This is an optimization exercise on Yosys and OpenROAD, whose aim is a short achievable clock period and few clock cycles, not a production implementation. Function was checked by simulation only, so behaviour that the tests miss may differ from the original. Power and IR drop assume default switching activity.

File: flow/run.sh
#!/bin/bash
# synth_recipe.tcl (not shown) runs the flow's synth.tcl, then flattens the netlist and writes it again
# the make line also repeats each setting of config.mk as NAME=value (left out here)
make -C /OpenROAD-flow-scripts/flow DESIGN_CONFIG=/design/flow/config.mk WORK_HOME=/design/flow/orfs CLKGATE_MAP_FILE= SYNTH_SCRIPT=/design/flow/synth_recipe.tcl finish
File: flow/config.mk
export PLATFORM = sky130hd
export DESIGN_NAME = procesador_multiciclo
export DESIGN_NICKNAME = procesador_multiciclo
export VERILOG_FILES = /design/flow/design.v
export SDC_FILE = /design/flow/constraint.sdc
export NUM_CORES = 4
export LEC_CHECK = 0
export ABC_CLOCK_PERIOD_IN_PS = 3000
export CAP_MARGIN = 20
export CORE_MARGIN = 2
export CORE_UTILIZATION = 25
export SETUP_SLACK_MARGIN = 3.0
export SLEW_MARGIN = 20
File: flow/constraint.sdc
create_clock -name core_clock -period 6.5 [get_ports {clk}]
set_input_delay 1.3000 -clock core_clock [delete_from_list [all_inputs] [get_ports {clk}]]
set_output_delay 1.3000 -clock core_clock [all_outputs]
set_load 0.01 [all_outputs]
File: flow/design.v
package procesador_multiciclo_pkg;
   localparam logic [5:0] OP_RTYPE = 6'h00;
   localparam logic [5:0] OP_ADDI  = 6'h08;
   localparam logic [5:0] OP_LW    = 6'h23;
   localparam logic [5:0] OP_SW    = 6'h2B;
   localparam logic [5:0] OP_BEQ   = 6'h04;
   localparam logic [5:0] OP_J     = 6'h02;
   localparam logic [5:0] FN_ADD = 6'h20;
   localparam logic [5:0] FN_SUB = 6'h22;
   localparam logic [5:0] FN_AND = 6'h24;
   localparam logic [5:0] FN_OR  = 6'h25;
   localparam logic [5:0] FN_SLT = 6'h2A;
endpackage
module banco_reg_param #(
   parameter int DW = 32
) (
   input  logic          clk,
   input  logic          rst_n,
   input  logic [31:0]   rs1,
   input  logic [31:0]   rs2,
   input  logic [31:0]   rs3,
   input  logic [31:0]   rs4,
   output logic [DW-1:0] rd1,
   output logic [DW-1:0] rd2,
   output logic [DW-1:0] rd3,
   output logic [DW-1:0] rd4,
   input  logic [31:0]   ws0,
   input  logic [DW-1:0] wd0,
   input  logic [31:0]   ws1,
   input  logic [DW-1:0] wd1
);
   logic [31:0][DW-1:0] regs;
   always_ff @(posedge clk or negedge rst_n) begin
      if (!rst_n) regs <= '0;
      else begin
         for (int i = 1; i < 32; i++) begin
            if (ws1[i])      regs[i] <= wd1;
            else if (ws0[i]) regs[i] <= wd0;
         end
      end
   end
   always_comb begin
      rd1 = '0;
      rd2 = '0;
      rd3 = '0;
      rd4 = '0;
      for (int i = 1; i < 32; i++) begin
         rd1 = rd1 | ({DW{rs1[i]}} & regs[i]);
         rd2 = rd2 | ({DW{rs2[i]}} & regs[i]);
         rd3 = rd3 | ({DW{rs3[i]}} & regs[i]);
         rd4 = rd4 | ({DW{rs4[i]}} & regs[i]);
      end
   end
endmodule
module procesador_multiciclo #(
   parameter int            DW       = 32,
   parameter int            AW       = 8,
   parameter logic [AW-1:0] RESET_PC = '0
) (
   input  logic          clk,
   input  logic          rst_n,
   output logic          mem_req,
   output logic          mem_we,
   output logic [AW-1:0] mem_addr,
   output logic [DW-1:0] mem_wdata,
   input  logic [DW-1:0] mem_rdata,
   input  logic          mem_ack,
   output logic          halted,
   output logic [AW-1:0] pc_dbg
);
   function automatic logic [6:0] predec(input logic [31:0] w, input logic [5:0] a);
      logic [5:0] t;
      logic       p;
      t = a + 6'd1 + w[5:0];
      p = 1'b0;
      if (w[31:26] == procesador_multiciclo_pkg::OP_J) begin
         p = 1'b1;
         t = w[5:0];
      end else if (w[31:26] == procesador_multiciclo_pkg::OP_BEQ) begin
         p = (w[25:21] == w[20:16]) || w[15];
      end
      predec = {p, t};
   endfunction
   function automatic logic [6:0] iclass(input logic [31:0] w);
      logic r, rok, addi, lw, sw, beq, j;
      r    = w[31:26] == procesador_multiciclo_pkg::OP_RTYPE;
      rok  = r && (w[5:0] == procesador_multiciclo_pkg::FN_ADD ||
                   w[5:0] == procesador_multiciclo_pkg::FN_SUB ||
                   w[5:0] == procesador_multiciclo_pkg::FN_AND ||
                   w[5:0] == procesador_multiciclo_pkg::FN_OR  ||
                   w[5:0] == procesador_multiciclo_pkg::FN_SLT);
      addi = w[31:26] == procesador_multiciclo_pkg::OP_ADDI;
      lw   = w[31:26] == procesador_multiciclo_pkg::OP_LW;
      sw   = w[31:26] == procesador_multiciclo_pkg::OP_SW;
      beq  = w[31:26] == procesador_multiciclo_pkg::OP_BEQ;
      j    = w[31:26] == procesador_multiciclo_pkg::OP_J;
      iclass = {!(rok || addi || lw || sw || beq || j), j, beq, sw, lw, addi, rok};
   endfunction
   function automatic logic pairf(input logic [31:0] w0, input logic [31:0] w1);
      logic [6:0] c0, c1;
      logic [4:0] dst0;
      logic       wr0, mem0, mem1, rdrs1, rdrt1;
      c0    = iclass(w0);
      c1    = iclass(w1);
      dst0  = c0[0] ? w0[15:11] : w0[20:16];
      wr0   = (c0[0] || c0[1] || c0[2]) && dst0 != 5'd0;
      mem0  = c0[2] || c0[3];
      mem1  = c1[2] || c1[3];
      rdrs1 = c1[0] || c1[1] || c1[2] || c1[3] || c1[4];
      rdrt1 = c1[0] || c1[3] || c1[4];
      pairf = !c0[6] && !c0[5] && !c1[6] &&
              !(mem0 && mem1) && !(c0[4] && (c1[4] || mem1)) &&
              !(wr0 && ((rdrs1 && w1[25:21] == dst0) || (rdrt1 && w1[20:16] == dst0)));
   endfunction
   function automatic logic [63:0] dec6(input logic [5:0] a);
      dec6 = 64'd1 << a;
   endfunction
   function automatic logic [31:0] dec5(input logic [4:0] a);
      dec5 = 32'd1 << a;
   endfunction
   function automatic logic [63:0] rot1(input logic [63:0] x);
      rot1 = {x[62:0], x[63]};
   endfunction
   logic [31:0] cm_data [0:63];
   logic [5:0]  cm_tgt  [0:63];
   logic [63:0] cm_pt;
   logic [63:0] cm_v;
   logic [63:0] cm_pair;
   logic [5:0]  pc_f;
   logic [63:0] pc_oh;
   logic        d_v, d_two;
   logic [31:0] d_ir0, d_ir1;
   logic [31:0] d_s0_oh, d_t0_oh, d_s1_oh, d_t1_oh;
   logic [5:0]  d_pc, d_tgt0, d_tgt1;
   logic        d_pt0, d_pt1;
   logic        e_v;
   logic [31:0] e_a0, e_b0, e_a1, e_b1, e_sdata;
   logic [4:0]  e_dst0, e_dst1;
   logic [31:0] e_dst0_oh, e_dst1_oh;
   logic        e_wen0, e_wen1, e_fw0, e_fw1, e_lh0, e_lh1;
   logic        e_add0, e_sub0, e_and0, e_or0, e_slt0, e_ld0;
   logic        e_add1, e_sub1, e_and1, e_or1, e_slt1, e_ld1;
   logic        e_lw, e_sw, e_beq, e_bslot, e_ill, e_pt;
   logic [5:0]  e_maddr, e_pc1, e_alt;
   logic [63:0] e_maddr_oh, e_alt_oh, e_bpc_oh;
   logic        w_we0, w_we1;
   logic [4:0]  w_dst0, w_dst1;
   logic [31:0] w_ws0, w_ws1;
   logic [31:0] w_res0, w_res1;
   logic        halting, halted_q;
   logic [AW-1:0] pc_dbg_q;
   logic        req_q, we_q;
   logic [5:0]  addr_q;
   logic [31:0] wdata_q;
   logic [5:0]  pf;           
   logic [5:0]  sq_a [0:3];
   logic [31:0] sq_d [0:3];
   logic [1:0]  sq_h, sq_t;
   logic [2:0]  sq_n;
   wire         fill_now = req_q && !we_q && mem_ack;
   wire         fill_ok  = fill_now && !cm_v[addr_q];
   wire [6:0]   fill_pd  = predec(mem_rdata, addr_q);
   logic [31:0] rv_s0, rv_t0, rv_s1, rv_t1, alu0, alu1, res0, res1;
   banco_reg_param #(.DW(32)) u_rf (
      .clk   (clk),
      .rst_n (rst_n),
      .rs1   (d_s0_oh),
      .rs2   (d_t0_oh),
      .rs3   (d_s1_oh),
      .rs4   (d_t1_oh),
      .rd1   (rv_s0),
      .rd2   (rv_t0),
      .rd3   (rv_s1),
      .rd4   (rv_t1),
      .ws0   (w_ws0),
      .wd0   (w_res0),
      .ws1   (w_ws1),
      .wd1   (w_res1)
   );
   wire [63:0] pc1_oh = rot1(pc_oh);
   wire        f_hit  = |(pc_oh & cm_v);
   wire        byp_f  = fill_ok && addr_q == pc_f;
   wire        f_ok   = f_hit || byp_f;
   logic [31:0] r_f0, r_f1, r_x;
   logic [5:0]  t_f0, t_f1;
   always_comb begin
      r_f0 = '0; r_f1 = '0; r_x = '0;
      t_f0 = '0; t_f1 = '0;
      for (int i = 0; i < 64; i++) begin
         r_f0 = r_f0 | ({32{pc_oh[i]}} & cm_data[i]);
         r_f1 = r_f1 | ({32{pc1_oh[i]}} & cm_data[i]);
         r_x  = r_x  | ({32{e_maddr_oh[i]}} & cm_data[i]);
         t_f0 = t_f0 | ({6{pc_oh[i]}} & cm_tgt[i]);
         t_f1 = t_f1 | ({6{pc1_oh[i]}} & cm_tgt[i]);
      end
   end
   wire [31:0] f_w0   = r_f0 | ({32{byp_f}} & mem_rdata);
   wire        f_pt0  = |(pc_oh & cm_pt) | (byp_f & fill_pd[6]);
   wire [5:0]  f_tgt0 = t_f0 | ({6{byp_f}} & fill_pd[5:0]);
   wire        f_two  = |(pc_oh & cm_pair & ~cm_pt);
   wire [31:0] f_w1   = r_f1;
   wire        f_pt1  = |(pc1_oh & cm_pt);
   wire [5:0]  f_tgt1 = t_f1;
   wire [5:0]  f_nxt  = f_two ? (f_pt1 ? f_tgt1 : pc_f + 6'd2) :
                                (f_pt0 ? f_tgt0 : pc_f + 6'd1);
   wire [63:0] f_nxt_oh = f_two ? (f_pt1 ? dec6(f_tgt1) : rot1(pc1_oh)) :
                                  (f_pt0 ? dec6(f_tgt0) : pc1_oh);
   wire [6:0]  c0 = iclass(d_ir0);
   wire [6:0]  c1 = iclass(d_ir1);
   wire        d_r0   = d_ir0[31:26] == procesador_multiciclo_pkg::OP_RTYPE;
   wire        d_r1   = d_ir1[31:26] == procesador_multiciclo_pkg::OP_RTYPE;
   wire [4:0]  d_dst0 = d_r0 ? d_ir0[15:11] : d_ir0[20:16];
   wire [4:0]  d_dst1 = d_r1 ? d_ir1[15:11] : d_ir1[20:16];
   wire        d_wen0 = (c0[0] || c0[1] || c0[2]) && d_dst0 != 5'd0;
   wire        d_wen1 = d_two && (c1[0] || c1[1] || c1[2]) && d_dst1 != 5'd0;
   wire        d_mem1 = d_two && (c1[2] || c1[3]);
   wire        d_beq1 = d_two && c1[4];
   function automatic logic [3:0] fsel(input logic [4:0] r, input logic ev,
                                       input logic ew0, input logic [4:0] ea0,
                                       input logic ew1, input logic [4:0] ea1,
                                       input logic ww0, input logic [4:0] wa0,
                                       input logic ww1, input logic [4:0] wa1);
      fsel = {ev && ew1 && ea1 == r, ev && ew0 && ea0 == r,
              ww1 && wa1 == r, ww0 && wa0 == r};
   endfunction
   wire [3:0] fs_s0 = fsel(d_ir0[25:21], e_v, e_fw0, e_dst0, e_fw1, e_dst1, w_we0, w_dst0, w_we1, w_dst1);
   wire [3:0] fs_t0 = fsel(d_ir0[20:16], e_v, e_fw0, e_dst0, e_fw1, e_dst1, w_we0, w_dst0, w_we1, w_dst1);
   wire [3:0] fs_s1 = fsel(d_ir1[25:21], e_v, e_fw0, e_dst0, e_fw1, e_dst1, w_we0, w_dst0, w_we1, w_dst1);
   wire [3:0] fs_t1 = fsel(d_ir1[20:16], e_v, e_fw0, e_dst0, e_fw1, e_dst1, w_we0, w_dst0, w_we1, w_dst1);
   function automatic logic [31:0] wsel(input logic [3:0] fs, input logic [31:0] rf,
                                        input logic [31:0] wr0, input logic [31:0] wr1);
      wsel = fs[1] ? wr1 : fs[0] ? wr0 : rf;
   endfunction
   wire [31:0] b_s0 = wsel(fs_s0, rv_s0, w_res0, w_res1);
   wire [31:0] b_t0 = wsel(fs_t0, rv_t0, w_res0, w_res1);
   wire [31:0] b_s1 = wsel(fs_s1, rv_s1, w_res0, w_res1);
   wire [31:0] b_t1 = wsel(fs_t1, rv_t1, w_res0, w_res1);
   function automatic logic [31:0] xsel(input logic s1, input logic s0, input logic [31:0] base,
                                        input logic [31:0] r1, input logic [31:0] r0);
      xsel = ({32{s1}} & r1) | ({32{s0 && !s1}} & r0) | ({32{!s1 && !s0}} & base);
   endfunction
   wire [31:0] d_imm0 = {{16{d_ir0[15]}}, d_ir0[15:0]};
   wire [31:0] d_imm1 = {{16{d_ir1[15]}}, d_ir1[15:0]};
   wire [31:0] d_s0 = xsel(fs_s0[3], fs_s0[2], b_s0, alu1, alu0);
   wire [31:0] d_s1 = xsel(fs_s1[3], fs_s1[2], b_s1, alu1, alu0);
   wire [31:0] d_b0 = xsel(fs_t0[3] && !c0[1], fs_t0[2] && !c0[1], c0[1] ? d_imm0 : b_t0, alu1, alu0);
   wire [31:0] d_b1 = xsel(fs_t1[3] && !c1[1], fs_t1[2] && !c1[1], c1[1] ? d_imm1 : b_t1, alu1, alu0);
   wire [31:0] d_sd = xsel(d_mem1 ? fs_t1[3] : fs_t0[3], d_mem1 ? fs_t1[2] : fs_t0[2],
                           d_mem1 ? b_t1 : b_t0, alu1, alu0);
   function automatic logic lmatch(input logic [4:0] r, input logic ev,
                                   input logic l0, input logic [4:0] a0,
                                   input logic l1, input logic [4:0] a1);
      lmatch = ev && ((l0 && a0 == r) || (l1 && a1 == r));
   endfunction
   wire d_lhz = (c0[0] || c0[1] || c0[2] || c0[3] || c0[4]) && lmatch(d_ir0[25:21], e_v, e_lh0, e_dst0, e_lh1, e_dst1) ||
                (c0[0] || c0[3] || c0[4]) && lmatch(d_ir0[20:16], e_v, e_lh0, e_dst0, e_lh1, e_dst1) ||
                d_two && (c1[0] || c1[1] || c1[2] || c1[3] || c1[4]) && lmatch(d_ir1[25:21], e_v, e_lh0, e_dst0, e_lh1, e_dst1) ||
                d_two && (c1[0] || c1[3] || c1[4]) && lmatch(d_ir1[20:16], e_v, e_lh0, e_dst0, e_lh1, e_dst1);
   wire [7:0]  d_ea0  = rv_s0[7:0] + d_ir0[7:0];
   wire [7:0]  d_ea1  = rv_s1[7:0] + d_ir1[7:0];
   wire        x_hit  = |(e_maddr_oh & cm_v);
   wire        byp_x  = fill_ok && addr_q == e_maddr;
   wire [31:0] x_ld   = r_x | ({32{byp_x}} & mem_rdata);
   wire        x_ldok = x_hit || byp_x;
   wire        x_lt0  = $signed(e_a0) < $signed(e_b0);
   wire        x_lt1  = $signed(e_a1) < $signed(e_b1);
   wire        x_eq   = e_bslot ? (e_a1 == e_b1) : (e_a0 == e_b0);
   always_comb begin
      alu0 = ({32{e_add0}} & (e_a0 + e_b0)) | ({32{e_sub0}} & (e_a0 - e_b0)) |
             ({32{e_and0}} & (e_a0 & e_b0)) | ({32{e_or0}}  & (e_a0 | e_b0)) |
             ({32{e_slt0}} & {31'd0, x_lt0});
      alu1 = ({32{e_add1}} & (e_a1 + e_b1)) | ({32{e_sub1}} & (e_a1 - e_b1)) |
             ({32{e_and1}} & (e_a1 & e_b1)) | ({32{e_or1}}  & (e_a1 | e_b1)) |
             ({32{e_slt1}} & {31'd0, x_lt1});
      res0 = e_ld0 ? x_ld : alu0;
      res1 = e_ld1 ? x_ld : alu1;
   end
   wire sq_full   = sq_n[2];
   wire ex_stall  = e_v && ((e_lw && !x_ldok) || (e_sw && sq_full));
   wire ex_go     = e_v && !ex_stall;
   wire mispred   = ex_go && e_beq && (x_eq != e_pt);
   wire kill1     = mispred && !e_bslot;
   wire halt_trig = e_v && e_ill;
   wire st_do     = e_v && e_sw && !sq_full;    
   wire br_do     = ex_go && e_beq;
   wire id_haz  = d_v && (d_lhz || ((c0[2] || c0[3]) ? (fs_s0 != 4'b0000) : (d_mem1 && fs_s1 != 4'b0000)));
   wire id_go   = d_v && !ex_stall && !id_haz && !mispred && !halt_trig && !halting;
   wire id_free = !d_v || id_go;
   always_ff @(posedge clk or negedge rst_n) begin
      if (!rst_n) begin
         pc_f  <= RESET_PC[7:2];
         pc_oh <= dec6(RESET_PC[7:2]);
         d_v   <= 1'b0;
         e_v   <= 1'b0;
         w_we0 <= 1'b0;
         w_we1 <= 1'b0;
         w_ws0 <= '0;
         w_ws1 <= '0;
         halting <= 1'b0;
         pc_dbg_q <= '0;
      end else begin
         if (mispred) begin
            d_v   <= 1'b0;
            pc_f  <= e_alt;
            pc_oh <= e_alt_oh;
         end else if (halt_trig || halting) begin
            d_v  <= 1'b0;
         end else if (id_free && !ex_stall) begin
            d_v <= f_ok;
            if (f_ok) begin
               pc_f  <= f_nxt;
               pc_oh <= f_nxt_oh;
            end
         end
         if (!ex_stall) e_v <= id_go;
         w_we0 <= ex_go && e_wen0;
         w_we1 <= ex_go && e_wen1 && !kill1;
         w_ws0 <= (ex_go && e_wen0) ? e_dst0_oh : 32'd0;
         w_ws1 <= (ex_go && e_wen1 && !kill1) ? e_dst1_oh : 32'd0;
         if (halt_trig) begin
            halting  <= 1'b1;
            pc_dbg_q <= {e_pc1, 2'b00};
         end
      end
   end
   always_ff @(posedge clk) begin
      if (!ex_stall && !id_haz) begin
         d_two   <= f_two;
         d_ir0   <= f_w0;
         d_ir1   <= f_w1;
         d_s0_oh <= dec5(f_w0[25:21]);
         d_t0_oh <= dec5(f_w0[20:16]);
         d_s1_oh <= dec5(f_w1[25:21]);
         d_t1_oh <= dec5(f_w1[20:16]);
         d_pc    <= pc_f;
         d_pt0   <= f_pt0;
         d_tgt0  <= f_tgt0;
         d_pt1   <= f_pt1;
         d_tgt1  <= f_tgt1;
      end
      if (!ex_stall) begin
         e_a0      <= d_s0;
         e_b0      <= d_b0;
         e_a1      <= d_s1;
         e_b1      <= d_b1;
         e_sdata   <= d_sd;
         e_dst0    <= d_dst0;
         e_dst1    <= d_dst1;
         e_dst0_oh <= dec5(d_dst0);
         e_dst1_oh <= dec5(d_dst1);
         e_wen0    <= d_wen0;
         e_fw0     <= d_wen0 && !c0[2];
         e_fw1     <= d_wen1 && !c1[2];
         e_lh0     <= d_wen0 && c0[2];
         e_lh1     <= d_wen1 && c1[2];
         e_wen1    <= d_wen1;
         e_add0    <= (c0[0] && d_ir0[5:0] == procesador_multiciclo_pkg::FN_ADD) || c0[1];
         e_sub0    <= c0[0] && d_ir0[5:0] == procesador_multiciclo_pkg::FN_SUB;
         e_and0    <= c0[0] && d_ir0[5:0] == procesador_multiciclo_pkg::FN_AND;
         e_or0     <= c0[0] && d_ir0[5:0] == procesador_multiciclo_pkg::FN_OR;
         e_slt0    <= c0[0] && d_ir0[5:0] == procesador_multiciclo_pkg::FN_SLT;
         e_ld0     <= c0[2];
         e_add1    <= (c1[0] && d_ir1[5:0] == procesador_multiciclo_pkg::FN_ADD) || c1[1];
         e_sub1    <= c1[0] && d_ir1[5:0] == procesador_multiciclo_pkg::FN_SUB;
         e_and1    <= c1[0] && d_ir1[5:0] == procesador_multiciclo_pkg::FN_AND;
         e_or1     <= c1[0] && d_ir1[5:0] == procesador_multiciclo_pkg::FN_OR;
         e_slt1    <= c1[0] && d_ir1[5:0] == procesador_multiciclo_pkg::FN_SLT;
         e_ld1     <= d_two && c1[2];
         e_lw      <= c0[2] || (d_two && c1[2]);
         e_sw      <= c0[3] || (d_two && c1[3]);
         e_beq     <= c0[4] || d_beq1;
         e_bslot   <= d_beq1;
         e_pt      <= d_beq1 ? d_pt1 : d_pt0;
         e_alt     <= d_beq1 ? (d_pt1 ? d_pc + 6'd2 : d_tgt1) : (d_pt0 ? d_pc + 6'd1 : d_tgt0);
         e_alt_oh  <= dec6(d_beq1 ? (d_pt1 ? d_pc + 6'd2 : d_tgt1) : (d_pt0 ? d_pc + 6'd1 : d_tgt0));
         e_bpc_oh  <= dec6(d_beq1 ? d_pc + 6'd1 : d_pc);
         e_ill     <= c0[6];
         e_maddr   <= d_mem1 ? d_ea1[7:2] : d_ea0[7:2];
         e_maddr_oh <= d_mem1 ? dec6(d_ea1[7:2]) : dec6(d_ea0[7:2]);
         e_pc1     <= d_pc + 6'd1;
      end
      w_dst0 <= e_dst0;
      w_dst1 <= e_dst1;
      w_res0 <= res0;
      w_res1 <= res1;
   end
   wire [6:0] st_pd = predec(e_sdata, e_maddr);
   logic [63:0] wr_now;
   always_comb begin
      for (int i = 0; i < 64; i++)
         wr_now[i] = (st_do && e_maddr_oh[i]) || (fill_now && addr_q == 6'(i));
   end
   always_ff @(posedge clk or negedge rst_n) begin
      if (!rst_n) begin
         for (int i = 0; i < 64; i++) begin
            cm_data[i] <= '0;
            cm_tgt[i]  <= '0;
         end
         cm_pt <= '0;
      end else for (int i = 0; i < 64; i++) begin
         if (st_do && e_maddr_oh[i]) begin
            cm_data[i] <= e_sdata;
            cm_pt[i]   <= st_pd[6];
            cm_tgt[i]  <= st_pd[5:0];
         end else if (fill_ok && addr_q == 6'(i)) begin
            cm_data[i] <= mem_rdata;
            cm_pt[i]   <= fill_pd[6];
            cm_tgt[i]  <= fill_pd[5:0];
         end else if (br_do && e_bpc_oh[i]) begin
            cm_pt[i]   <= x_eq;
         end
      end
   end
   always_ff @(posedge clk or negedge rst_n) begin
      if (!rst_n) begin
         cm_v    <= '0;
         cm_pair <= '0;
      end else begin
         for (int i = 0; i < 64; i++) begin
            if (wr_now[i]) cm_v[i] <= 1'b1;
            cm_pair[i] <= cm_v[i] && cm_v[(i + 1) % 64] && !wr_now[i] && !wr_now[(i + 1) % 64] &&
                          pairf(cm_data[i], cm_data[(i + 1) % 64]);
         end
      end
   end
   wire port_free = !req_q || mem_ack;
   wire stop_rd   = halting || halt_trig;
   wire rd_q      = req_q && !we_q;
   wire dneed     = e_v && e_lw && !x_hit && !(rd_q && addr_q == e_maddr);
   wire ineed     = !f_hit && !(rd_q && addr_q == pc_f);
   logic [3:0] pf_ok;
   always_comb begin
      for (int k = 0; k < 4; k++)
         pf_ok[k] = !cm_v[6'(pf + 6'(k))] && !(rd_q && addr_q == 6'(pf + 6'(k)));
   end
   wire sq_pop = port_free && !dneed && !(ineed && !stop_rd) && (sq_n != 3'd0);
   always_ff @(posedge clk or negedge rst_n) begin
      if (!rst_n) begin
         req_q    <= 1'b0;
         we_q     <= 1'b0;
         addr_q   <= '0;
         wdata_q  <= '0;
         pf       <= '0;
         halted_q <= 1'b0;
      end else begin
         if (port_free) begin
            req_q <= 1'b0;
            we_q  <= 1'b0;
            if (dneed) begin
               req_q  <= 1'b1;
               addr_q <= e_maddr;
            end else if (ineed && !stop_rd) begin
               req_q  <= 1'b1;
               addr_q <= pc_f;
               pf     <= pc_f + 6'd1;
            end else if (sq_n != 3'd0) begin
               req_q   <= 1'b1;
               we_q    <= 1'b1;
               addr_q  <= sq_a[sq_h];
               wdata_q <= sq_d[sq_h];
            end else if (!stop_rd) begin
               if (pf_ok[0]) begin
                  req_q  <= 1'b1;
                  addr_q <= pf;
                  pf     <= pf + 6'd1;
               end else if (pf_ok[1]) begin
                  req_q  <= 1'b1;
                  addr_q <= pf + 6'd1;
                  pf     <= pf + 6'd2;
               end else if (pf_ok[2]) begin
                  req_q  <= 1'b1;
                  addr_q <= pf + 6'd2;
                  pf     <= pf + 6'd3;
               end else if (pf_ok[3]) begin
                  req_q  <= 1'b1;
                  addr_q <= pf + 6'd3;
                  pf     <= pf + 6'd4;
               end else begin
                  pf     <= pf + 6'd4;
               end
            end
         end
         if (stop_rd && sq_n == 3'd0 && port_free) halted_q <= 1'b1;
      end
   end
   always_ff @(posedge clk or negedge rst_n) begin
      if (!rst_n) begin
         sq_h <= '0;
         sq_t <= '0;
         sq_n <= '0;
      end else begin
         if (st_do) sq_t <= sq_t + 2'd1;
         if (sq_pop) sq_h <= sq_h + 2'd1;
         sq_n <= sq_n + {2'd0, st_do} - {2'd0, sq_pop};
      end
   end
   always_ff @(posedge clk) begin
      if (st_do) begin
         sq_a[sq_t] <= e_maddr;
         sq_d[sq_t] <= e_sdata;
      end
   end
   assign mem_req   = req_q;
   assign mem_we    = we_q;
   assign mem_addr  = {addr_q, 2'b00};
   assign mem_wdata = wdata_q;
   assign halted    = halted_q;
   assign pc_dbg    = pc_dbg_q;
endmodule
==> notes.md <==
IO Port Bufs=81; Synth cell types=109; Yosys Warn Count=4; CTS Buf Count=639; Primary FF master, synth=dfrtp_1; Seq cells post-synth=4714; Async SR Flop Fraction=0.809; CTS sink count=4714; initial core utilization=0.251; dpl ws=531 ps; status=stopped before the end; number of synthesized flops with an enable pin=827; grt ovf=1; Die Y=1120 um; Syn Inst Count=35500; Exit stage=global routing (5_1_grt); Halt Reason=[ERROR GRT-0232] Routing congestion too high. Check the congestion heatmap in the GUI.; Mapped Area=310000 um2; CTS Root Buffer Type=clkbuf_16; row cnt=408; routability cong.=1.25; I/O pin count=86; post-synthesis sequential area ratio=0.393; DP HPWL=3040000 um; total track usage=0.695; largest net degree at the start of global routing=146; clock buffer depth=5; Die Span X=1120 um; H-tree lvl count=6; average size of a mapped cell=8.72 um2
## power by group through the flow
stage / Sequential [mW] / Combinational, mW / Clock (mW)
floorplan: 33.1 / 5.17 / 0
global placement: 36.1 / 14.3 / 0
detailed placement: 36.1 / 14.1 / 0
CTS: 35.4 / 16.3 / 39.7
## Yosys cell counts (293+ instances only)
library cell / instances / share of area
o211ai_1: 445 / 0.011
dfrtp_1: 3812 / 0.31
nor3_1: 448 / 0.0072
inv_1: 293 / 0.0036
mux2i_1: 2588 / 0.084
xnor2_1: 379 / 0.011
xor2_1: 482 / 0.014
a22oi_1: 2162 / 0.052
nand4_1: 879 / 0.018
edfxtp_1: 827 / 0.080
nor2_1: 3133 / 0.038
a221oi_1: 1729 / 0.049
nand3_1: 590 / 0.0095
clkbuf_1: 3233 / 0.039
buf_1: 616 / 0.0075
nand2_1: 4264 / 0.052
o21ai_0: 1877 / 0.030
a31oi_1: 1184 / 0.024
a21oi_1: 1838 / 0.030
a22o_1: 1636 / 0.046
## through the flow
stage | setup TNS [ps] | cell area (um2) | power (mW) | std cells | hold WS, ps
after floorplan | -1818920 | 310000 | 38.3 | 35500 | 423
after global placement | -952 | 352000 | 50.4 | 51600 | 434
after detailed placement | 0 | 353000 | 50.2 | 51600 | 432
after CTS | 0 | 418000 | 91.4 | 54700 | 73.4
## repair_timing
item,4_1_cts
setup buffers,1731
resized for setup,4340
hold buffers,0
pin swaps,1349
endpoints found under the setup margin,4026
gates cloned,210
## routing by layer
| metal | overflow | global-route usage |
|---|---|---|
| met1 | 0 | 0.689 |
| met2 | 0 | 0.792 |
| met3 | 1 | 0.620 |
| met4 | 0 | 0.686 |
| met5 | 0 | 0.435 |
## how the worst min path moves through the flow
stage | from | depth (start not counted) | slack, ps | to
floorplan | pc_f[3] | 0 | 420 | d_pc[3]
detailed placement | e_dst1_oh[19] | 1 | 430 | w_ws1[19]
CTS | rst_n | 1 | 70 | cm_tgt[28][1]
global placement | e_dst1_oh[16] | 1 | 430 | w_ws1[16]
## cell families after synthesis
logic type	share of synthesized area
adders and majority gates	0.00974
buffers and inverters	0.0535
DFF	0.393
muxes	0.0945
other	0.0000121
AOI/OAI and AO/OA	0.271
xor gates and xnor gates	0.0244
and+or+nand+nor	0.154
Testbench counts, summed over its fixed seeds: cycles 50,841.
